Background: an optimization exercise with open tools, aiming at a short achievable clock period and few clock cycles per item. Do not read the settings as production practice.
Function was checked by simulation only, so behaviour that the tests miss may differ from the original.

`design/flow/config.mk`:
```
export PLATFORM = sky130hd
export DESIGN_NAME = aes_round_core
export DESIGN_NICKNAME = aes_round_core
export VERILOG_FILES = /design/flow/design.v
export SDC_FILE = /design/flow/constraint.sdc
export NUM_CORES = 4
export LEC_CHECK = 0
export CAP_MARGIN = 20
export CORE_MARGIN = 2
export CORE_UTILIZATION = 40
export SLEW_MARGIN = 20
```
`design/flow/constraint.sdc`:
```
create_clock -name core_clock -period 12.0 [get_ports {i_clk}]
set_input_delay 2.4000 -clock core_clock [delete_from_list [all_inputs] [get_ports {i_clk}]]
set_output_delay 2.4000 -clock core_clock [all_outputs]
set_load 0.01 [all_outputs]
```
`design/flow/design.v`:
```
package aes_gf_pkg;
	typedef logic [8-1:0] gf_byte_t;
	typedef logic [3:0] gf_nibble_t;
	typedef logic [1:0] gf_pair_t;
	typedef logic [(16/4)*8-1:0] aes_column_t;
	typedef logic [16*8-1:0] aes_state_t;
	typedef struct packed {
		gf_nibble_t val;
		gf_pair_t sum;
		logic hi;
		logic lo;
		logic all;
	} gf_nibble_sf_t;
	function automatic gf_pair_t gf2_sq(gf_pair_t a);
		gf2_sq = {a[0], a[1]};
	endfunction
	function automatic gf_pair_t gf2_muls(gf_pair_t a, logic ab, gf_pair_t b, logic cd);
		logic abcd;
		abcd = ~(ab & cd);
		gf2_muls = {~(a[1] & b[1]) ^ abcd, ~(a[0] & b[0]) ^ abcd};
	endfunction
	function automatic gf_pair_t gf2_muls_scl(gf_pair_t a, logic ab, gf_pair_t b, logic cd);
		logic t;
		t = ~(a[0] & b[0]);
		gf2_muls_scl = {~(ab & cd) ^ t, ~(a[1] & b[1]) ^ t};
	endfunction
	function automatic gf_nibble_sf_t gf4_factors(gf_nibble_t x);
		gf_nibble_sf_t f;
		f.val = x;
		f.sum = x[3:2] ^ x[1:0];
		f.hi = x[3] ^ x[2];
		f.lo = x[1] ^ x[0];
		f.all = f.sum[1] ^ f.sum[0];
		gf4_factors = f;
	endfunction
	function automatic gf_nibble_t gf4_muls(gf_nibble_sf_t x, gf_nibble_sf_t y);
		gf_pair_t ph;
		gf_pair_t pl;
		gf_pair_t p;
		ph = gf2_muls(x.val[3:2], x.hi, y.val[3:2], y.hi);
		pl = gf2_muls(x.val[1:0], x.lo, y.val[1:0], y.lo);
		p = gf2_muls_scl(x.sum, x.all, y.sum, y.all);
		gf4_muls = {ph ^ p, pl ^ p};
	endfunction
	function automatic gf_nibble_t gf4_inv(gf_nibble_t x);
		gf_pair_t a;
		gf_pair_t b;
		gf_pair_t c;
		gf_pair_t d;
		logic sa;
		logic sb;
		logic sd;
		a = x[3:2];
		b = x[1:0];
		sa = a[1] ^ a[0];
		sb = b[1] ^ b[0];
		c = {~(a[1] | b[1]) ^ ~(sa & sb), ~(sa | sb) ^ ~(a[0] & b[0])};
		d = gf2_sq(c);
		sd = d[1] ^ d[0];
		gf4_inv = {gf2_muls(d, sd, b, sb), gf2_muls(d, sd, a, sa)};
	endfunction
	function automatic gf_byte_t gf_select_not(gf_byte_t a, gf_byte_t b, logic s);
		gf_select_not = ~(s ? a : b);
	endfunction
	function automatic gf_byte_t xtime(gf_byte_t b);
		xtime = {b[8-2:0], 1'b0} ^ (8'h1b & {8{b[8-1]}});
	endfunction
endpackage
package aes_round_pkg;
	typedef struct packed {
		logic valid;
		logic decrypt;
		logic skip_mix;
	} round_ctrl_t;
	typedef struct packed {
		round_ctrl_t ctrl;
		logic [16*8-1:0] state;
	} round_stage_t;
endpackage
module aes_row_shifter (
	input logic i_clk,
	input logic i_rst,
	input logic i_valid,
	input logic i_decrypt,
	input logic i_skip_mix,
	input aes_gf_pkg::aes_state_t i_state,
	output aes_round_pkg::round_stage_t o_stage
);
	localparam int ROWS = 16 / 4;
	localparam int COLS = 4;
	localparam int BW = 8;
	aes_gf_pkg::aes_state_t shifted;
	always_comb
	begin
		for (int c = 0; c < COLS; c++)
		begin
			for (int r = 0; r < ROWS; r++)
			begin
				if (i_decrypt)
					shifted[(16-1-(c*ROWS+r))*BW +: BW] =
						i_state[(16-1-(((c+COLS-r)%COLS)*ROWS+r))*BW +: BW];
				else
					shifted[(16-1-(c*ROWS+r))*BW +: BW] =
						i_state[(16-1-(((c+r)%COLS)*ROWS+r))*BW +: BW];
			end
		end
	end
	always_ff @(posedge i_clk)
	begin
		o_stage.state <= shifted;
		o_stage.ctrl.decrypt <= i_decrypt;
		o_stage.ctrl.skip_mix <= i_skip_mix;
		if (i_rst)
			o_stage.ctrl.valid <= 1'b0;
		else
			o_stage.ctrl.valid <= i_valid;
	end
endmodule
module aes_gf256_inverter (
	input logic i_clk,
	input aes_gf_pkg::gf_byte_t i_elem,
	output aes_gf_pkg::gf_byte_t o_inv
);
	aes_gf_pkg::gf_nibble_sf_t a;
	aes_gf_pkg::gf_nibble_sf_t b;
	aes_gf_pkg::gf_nibble_t c;
	logic c1;
	logic c2;
	logic c3;
	aes_gf_pkg::gf_nibble_t d;
	aes_gf_pkg::gf_nibble_sf_t a_q;
	aes_gf_pkg::gf_nibble_sf_t b_q;
	aes_gf_pkg::gf_nibble_t d_q;
	aes_gf_pkg::gf_nibble_sf_t d_sf;
	aes_gf_pkg::gf_nibble_t p;
	aes_gf_pkg::gf_nibble_t q;
	assign a = aes_gf_pkg::gf4_factors(i_elem[7:4]);
	assign b = aes_gf_pkg::gf4_factors(i_elem[3:0]);
	assign c1 = ~(a.hi & b.hi);
	assign c2 = ~(a.sum[0] & b.sum[0]);
	assign c3 = ~(a.all & b.all);
	assign c[3] = ~(a.sum[0] | b.sum[0]) ^ ~(a.val[3] & b.val[3]) ^ c1 ^ c3;
	assign c[2] = ~(a.sum[1] | b.sum[1]) ^ ~(a.val[2] & b.val[2]) ^ c1 ^ c2;
	assign c[1] = ~(a.lo | b.lo) ^ ~(a.val[1] & b.val[1]) ^ c2 ^ c3;
	assign c[0] = ~(a.val[0] | b.val[0]) ^ ~(a.lo & b.lo) ^ ~(a.sum[1] & b.sum[1]) ^ c2;
	assign d = aes_gf_pkg::gf4_inv(c);
	always_ff @(posedge i_clk)
	begin
		a_q <= a;
		b_q <= b;
		d_q <= d;
	end
	assign d_sf = aes_gf_pkg::gf4_factors(d_q);
	assign p = aes_gf_pkg::gf4_muls(d_sf, b_q);
	assign q = aes_gf_pkg::gf4_muls(d_sf, a_q);
	assign o_inv = {p, q};
endmodule
module aes_sbox_lane (
	input logic i_clk,
	input logic i_decrypt,
	input aes_gf_pkg::gf_byte_t i_byte,
	output aes_gf_pkg::gf_byte_t o_byte
);
	logic [9:1] r;
	logic [10:1] t;
	aes_gf_pkg::gf_byte_t in_enc;
	aes_gf_pkg::gf_byte_t in_dec;
	aes_gf_pkg::gf_byte_t in_sel;
	aes_gf_pkg::gf_byte_t inv;
	aes_gf_pkg::gf_byte_t out_enc;
	aes_gf_pkg::gf_byte_t out_dec;
	logic decrypt_q;
	assign r[1] = i_byte[7] ^ i_byte[5];
	assign r[2] = i_byte[7] ~^ i_byte[4];
	assign r[3] = i_byte[6] ^ i_byte[0];
	assign r[4] = i_byte[5] ~^ r[3];
	assign r[5] = i_byte[4] ^ r[4];
	assign r[6] = i_byte[3] ^ i_byte[0];
	assign r[7] = i_byte[2] ^ r[1];
	assign r[8] = i_byte[1] ^ r[3];
	assign r[9] = i_byte[3] ^ r[8];
	assign in_enc = {r[7] ~^ r[8], r[5], i_byte[1] ^ r[4], r[1] ~^ r[3],
		i_byte[1] ^ r[2] ^ r[6], ~i_byte[0], r[4], i_byte[2] ~^ r[9]};
	assign in_dec = {r[2], i_byte[4] ^ r[8], i_byte[6] ^ i_byte[4], r[9],
		i_byte[6] ~^ r[2], r[7], i_byte[4] ^ r[6], i_byte[1] ^ r[5]};
	assign in_sel = aes_gf_pkg::gf_select_not(in_enc, in_dec, ~i_decrypt);
	aes_gf256_inverter u_inverter (
		.i_clk(i_clk),
		.i_elem(in_sel),
		.o_inv(inv)
	);
	always_ff @(posedge i_clk)
		decrypt_q <= i_decrypt;
	assign t[1] = inv[7] ^ inv[3];
	assign t[2] = inv[6] ^ inv[4];
	assign t[3] = inv[6] ^ inv[0];
	assign t[4] = inv[5] ~^ inv[3];
	assign t[5] = inv[5] ~^ t[1];
	assign t[6] = inv[5] ~^ inv[1];
	assign t[7] = inv[4] ~^ t[6];
	assign t[8] = inv[2] ^ t[4];
	assign t[9] = inv[1] ^ t[2];
	assign t[10] = t[3] ^ t[5];
	assign out_enc = {t[4], t[1], t[3], t[5], t[2] ^ t[5], t[3] ^ t[8], t[7], t[9]};
	assign out_dec = {inv[4] ~^ inv[1], inv[1] ^ t[10], inv[2] ^ t[10], inv[6] ~^ inv[1],
		t[8] ^ t[9], inv[7] ~^ t[7], t[6], ~inv[2]};
	assign o_byte = aes_gf_pkg::gf_select_not(out_enc, out_dec, ~decrypt_q);
endmodule
module aes_column_mixer (
	input logic i_clk,
	input logic i_rst,
	input aes_round_pkg::round_ctrl_t i_ctrl,
	input aes_gf_pkg::aes_state_t i_bytes,
	output logic o_valid,
	output aes_gf_pkg::aes_state_t o_state
);
	localparam int ROWS = 16 / 4;
	localparam int BW = 8;
	localparam int COL_W = ROWS * BW;
	aes_round_pkg::round_ctrl_t ctrl_q;
	aes_gf_pkg::aes_state_t mixed;
	always_ff @(posedge i_clk)
	begin
		if (i_rst)
			ctrl_q <= '0;
		else
			ctrl_q <= i_ctrl;
	end
	always_comb
	begin
		aes_gf_pkg::aes_column_t col;
		aes_gf_pkg::aes_column_t col_out;
		aes_gf_pkg::gf_byte_t s [ROWS];
		aes_gf_pkg::gf_byte_t x2 [ROWS];
		aes_gf_pkg::gf_byte_t x4 [ROWS];
		aes_gf_pkg::gf_byte_t x8 [ROWS];
		aes_gf_pkg::gf_byte_t fwd;
		aes_gf_pkg::gf_byte_t inv;
		int r1;
		int r2;
		int r3;
		for (int c = 0; c < 4; c++)
		begin
			col = i_bytes[(4-1-c)*COL_W +: COL_W];
			for (int r = 0; r < ROWS; r++)
			begin
				s[r] = col[(ROWS-1-r)*BW +: BW];
				x2[r] = aes_gf_pkg::xtime(s[r]);
				x4[r] = aes_gf_pkg::xtime(x2[r]);
				x8[r] = aes_gf_pkg::xtime(x4[r]);
			end
			for (int r = 0; r < ROWS; r++)
			begin
				r1 = (r + 1) % ROWS;
				r2 = (r + 2) % ROWS;
				r3 = (r + 3) % ROWS;
				fwd = x2[r] ^ x2[r1] ^ s[r1] ^ s[r2] ^ s[r3];
				inv = (x8[r] ^ x4[r] ^ x2[r]) ^ (x8[r1] ^ x2[r1] ^ s[r1])
					^ (x8[r2] ^ x4[r2] ^ s[r2]) ^ (x8[r3] ^ s[r3]);
				if (ctrl_q.skip_mix)
					col_out[(ROWS-1-r)*BW +: BW] = s[r];
				else if (ctrl_q.decrypt)
					col_out[(ROWS-1-r)*BW +: BW] = inv;
				else
					col_out[(ROWS-1-r)*BW +: BW] = fwd;
			end
			mixed[(4-1-c)*COL_W +: COL_W] = col_out;
		end
	end
	always_ff @(posedge i_clk)
	begin
		o_state <= mixed;
		if (i_rst)
			o_valid <= 1'b0;
		else
			o_valid <= ctrl_q.valid;
	end
endmodule
module aes_round_core (
	input logic i_clk,
	input logic i_rst,
	input logic i_valid,
	input logic i_decrypt,
	input logic i_skip_mix,
	input aes_gf_pkg::aes_state_t i_state,
	output logic o_valid,
	output aes_gf_pkg::aes_state_t o_state
);
	localparam int BW = 8;
	aes_round_pkg::round_stage_t stage1;
	aes_gf_pkg::aes_state_t lane_bytes;
	aes_row_shifter u_shifter (
		.i_clk(i_clk),
		.i_rst(i_rst),
		.i_valid(i_valid),
		.i_decrypt(i_decrypt),
		.i_skip_mix(i_skip_mix),
		.i_state(i_state),
		.o_stage(stage1)
	);
	for (genvar k = 0; k < 16; k++)
	begin : g_lane
		aes_sbox_lane u_lane (
			.i_clk(i_clk),
			.i_decrypt(stage1.ctrl.decrypt),
			.i_byte(stage1.state[(16-1-k)*BW +: BW]),
			.o_byte(lane_bytes[(16-1-k)*BW +: BW])
		);
	end
	aes_column_mixer u_mixer (
		.i_clk(i_clk),
		.i_rst(i_rst),
		.i_ctrl(stage1.ctrl),
		.i_bytes(lane_bytes),
		.o_valid(o_valid),
		.o_state(o_state)
	);
endmodule
```
`design/flow/run.sh`:
```
#!/bin/bash
# synth_recipe.tcl (not shown) runs the flow's synth.tcl, then flattens the netlist and writes it again
# the make line also repeats each setting of config.mk as NAME=value (left out here)
make -C /OpenROAD-flow-scripts/flow DESIGN_CONFIG=/design/flow/config.mk WORK_HOME=/design/flow/orfs CLKGATE_MAP_FILE= SYNTH_SCRIPT=/design/flow/synth_recipe.tcl finish
```
==> run notes <==
==> per-layer routing <==
metal,track usage [%],share of wire [%]
met4,5.92,2.2
met2,31.9,44
met3,4.19,6.9
met1,28.2,47
met5,0,0
==> final timing paths <==
kind / end / slack (ps) / cells past startpoint
min reg2reg: u_mixer.o_valid / 440 / 1
min: u_mixer.o_valid / 440 / 1
max reg2reg: u_mixer.o_state[126] / 6810 / 12
max: u_mixer.o_state[126] / 6810 / 12
==> flip-flops by register name, indices dropped and copies added (netlist names) <==
register	cells
g_lane.u_lane.u_inverter.a_q	144
g_lane.u_lane.u_inverter.b_q	144
u_shifter.o_stage	131
u_mixer.o_state	128
g_lane.u_lane.u_inverter.d_q	64
u_mixer.ctrl_q	3
g_lane.u_lane.decrypt_q	1
u_mixer.o_valid	1
==> cell usage after synthesis, types with 57 or more instances <==
library cell / n
a21oi_1: 344
a22o_1: 82
a22oi_1: 90
a31oi_1: 57
clkbuf_1: 232
dfxtp_1: 616
inv_1: 156
mux2_2: 163
mux2i_1: 181
nand2_1: 512
nand2b_1: 86
nor2_1: 401
nor2b_1: 94
nor3_1: 67
o21ai_0: 326
o22ai_1: 93
xnor2_1: 1255
xor2_1: 683
==> area by class of cell <==
type / instances / area, µm² / area share, %
Clock buffer: 99 / 2140 / 3.67
Inverter: 163 / 616 / 1.06
Multi-Input combinational cell: 4954 / 37400 / 64.2
Timing Repair Buffer: 349 / 3270 / 5.62
Clock inverter: 36 / 413 / 0.709
Tap cell: 1662 / 2080 / 3.57
Sequential cell: 616 / 12300 / 21.2
==> logic make-up (layout without fill, tap and decap cells) <==
kind of cell	after synthesis	after routing	share of synthesized area, %
XOR/XNOR	2077	2077	38.3
AND/OR/NAND/NOR	1288	1288	11.2
AO/OA/AOI/OAI	1220	1220	14.7
flip-flops	616	616	23.9
buffers and inverters	496	647	3.93
multiplexers	368	368	7.99
adder cells (fa/ha/maj)	1	1	0.0194
==> stage by stage <==
stage | setup WS (ps) | area [µm²] | hold WS, ps | cells
after floorplan | 7680 | 51600 | 383 | 6066
after global placement | 6990 | 55600 | 417 | 7742
after detailed placement | 6880 | 55600 | 427 | 7743
after CTS | 6860 | 58100 | 445 | 7878
after global routing | 6540 | 58200 | 462 | 7879
final | 6810 | 58200 | 439 | 7879
==> results by group <==
Run status
  – Outcome: timing/DRC/antenna clean

GRT
  – Global-route wire length before repair: 216000 µm
  – Vias in the first global route: 38.7k
  – Total global routing overflow: 0
  – GRT Resource Usage Total: 20.4%
  – Initial antenna violation count: 2
  – Maximum number of pins on one net before global-route repair: 97

Critical path
  – Count of buffer and inverter cells on the critical path: 2
  – Startpoint type of the worst setup path: flip-flop
  – Family with the most delay on the worst path: XOR/XNOR gates
  – Most numerous cell on the critical path: xnor2_1
  – Path type of the worst setup path: flip-flop to flip-flop
  – Launching instance or port of the critical path: g_lane[15].u_lane.decrypt_q
  – Start of the worst register-to-register path: g_lane[15].u_lane.decrypt_q
  – Crit path required time: 12570 ps
  – Arrival @ worst endpoint: 5760 ps
  – Maximum fanout along the worst path: 41
  – CP Capture Type: flip-flop
  – CP peak stage delay: 910 ps
  – Cell breakdown of the critical path: clkinv_2 > buf_4 > mux2i_1 > xor2_1 > xnor2_1 > xnor2_1 > xor2_1 > xnor2_1 > xnor2_1 > nand2_1 > xnor2_1 > mux2i_1
  – Slowest stage cell, crit path: xor2_1

Yosys
  – Leading area contributor after synthesis: dfxtp_1
  – Top flip-flop cell by instance count after synthesis: dfxtp_1
  – Mapped Cells: 6066
  – Share of synthesized flip-flops with an asynchronous set or reset: 0%
  – Synth Warn #: 8
  – Syn Nets: 6199
  – Biggest area contributors in the synthesized netlist: dfxtp_1 24%, xnor2_1 21%, xor2_1 12%
  – Number of distinct standard cells referenced by the synthesized netlist: 90
  – Synthesized flop and latch total: 616
  – Netlist Area Pre-Place: 0.0516 mm²
  – Yosys top cell area share: 23.9%
  – EDFF count, synth: 0
  – Sequential share of the synthesized area: 23.9%
  – Synthesized area per cell: 8.51 µm²

Clock tree
  – Total setup buffers inserted after CTS: 0
  – Number of hold-repair buffers added at the cts stage: 0
  – Max Root-Sink Buffers: 3
  – Root buffer selected by CTS: clkbuf_16
  – Clock tree from TritonCTS: built
  – PostCTS Resize Cnt: 0
  – Latest clock arrival within the worst-skew pair: 680 ps
  – CTS H-tree lvls: 3
  – Clock sinks: 616
  – Clock transition time at the flip-flop clock pins of the worst setup and hold paths: 70 ps
  – Number of buffers created by CTS: 74

Final layout
  – Fraction of layout cells with a size suffix above 1: 8.36%
  – Filler instances: 12.4k
  – Commonest cells after routing, fill and taps aside: 1251 x xnor2_1, 675 x xor2_1, 612 x dfxtp_1
  – Most common cell after layout, fill and taps aside: xnor2_1
  – Final-stage net count: 6291
  – Area delta synth->final: 12.8%
  – Final core utilization: 45.5%
  – Diode insertion count for antenna repair: 0

Detailed routing
  – Drt pass-1 iters: 7
  – Vias after detailed routing: 40.9k
  – Routed WL per cell: 17.5 µm
  – Number of design-rule violations left by the first detailed-router iteration: 2769
  – DR DRC count: 0
  – Post-detailed-route count of antenna-violating nets: 0
  – Drt total wl: 138000 µm
  – Routed via count divided by cell count: 5.20

STA
  – Clock skew after layout: 30.1 ps
  – Total of endpoints with negative setup slack in the final report: 0
  – Fin. Hold Viols: 0
  – Part of the cycle the worst path needs: 43.2%
  – Slew at the pin closest to its max-slew limit: 1160 ps
  – Max Clock Freq: 0.193 GHz
  – Number of max-slew violations in the final report: 0
  – Fin crit period: 5190 ps
  – Setup repair after global routing missed its margin: no
  – Worst max-slew margin expressed relative to the limit: 22.1%
  – TNS Setup: 0 ps

Hold path
  – Kind of path behind the tightest hold check: flip-flop to flip-flop
  – Hold path start: u_mixer.ctrl_q[2]

Die
  – Die Ht: 363 µm
  – Chip Width: 363 µm
  – Standard cell core area: 0.128 mm²
  – Initial Util: 40.4%
  – Std cell rows: 131
  – Top Ports: 262
  – Die outline area: 0.132 mm²

Job
  – Max-Cap Viols: 0

Placed design
  – Dpl hpwl: 106000 µm
  – Number of buffer cells added on primary ports: 261
  – Final weighted congestion of routability-driven global placement: 0.946
Testbench counts, summed over its fixed seeds: cycles 48,000, items 16,000.

==> port drivers added, routing unchanged <==
The flow's constraints put no driver on any port. The routed layout listed below was extracted and timed again, unchanged, in two steps. Step 1 assumes that a clkbuf_16 drives the clock port and a buf_2 every other input. Step 2 moves the port delays by t, midway between the first and last clock arrival at a register: inputs arrive t later, outputs are due t later. That takes back most of the time a late clock gives input paths. Slacks: ideal ports / drivers / drivers and shift; pairs: ideal ports / drivers.
t (ns): 0.734
setup WS [ns]: 6.811 / 6.811 / 6.811
hold WS [ns]: 0.439 / 0.439 / 0.439
worst setup path at the end: register to register
worst data-port slew with drivers (ns): 0.07
After both steps setup and hold are still met in this run. For this run, drivers alone change the setup slack by 0.000 ns; drivers and shift together by 0.000 ns.
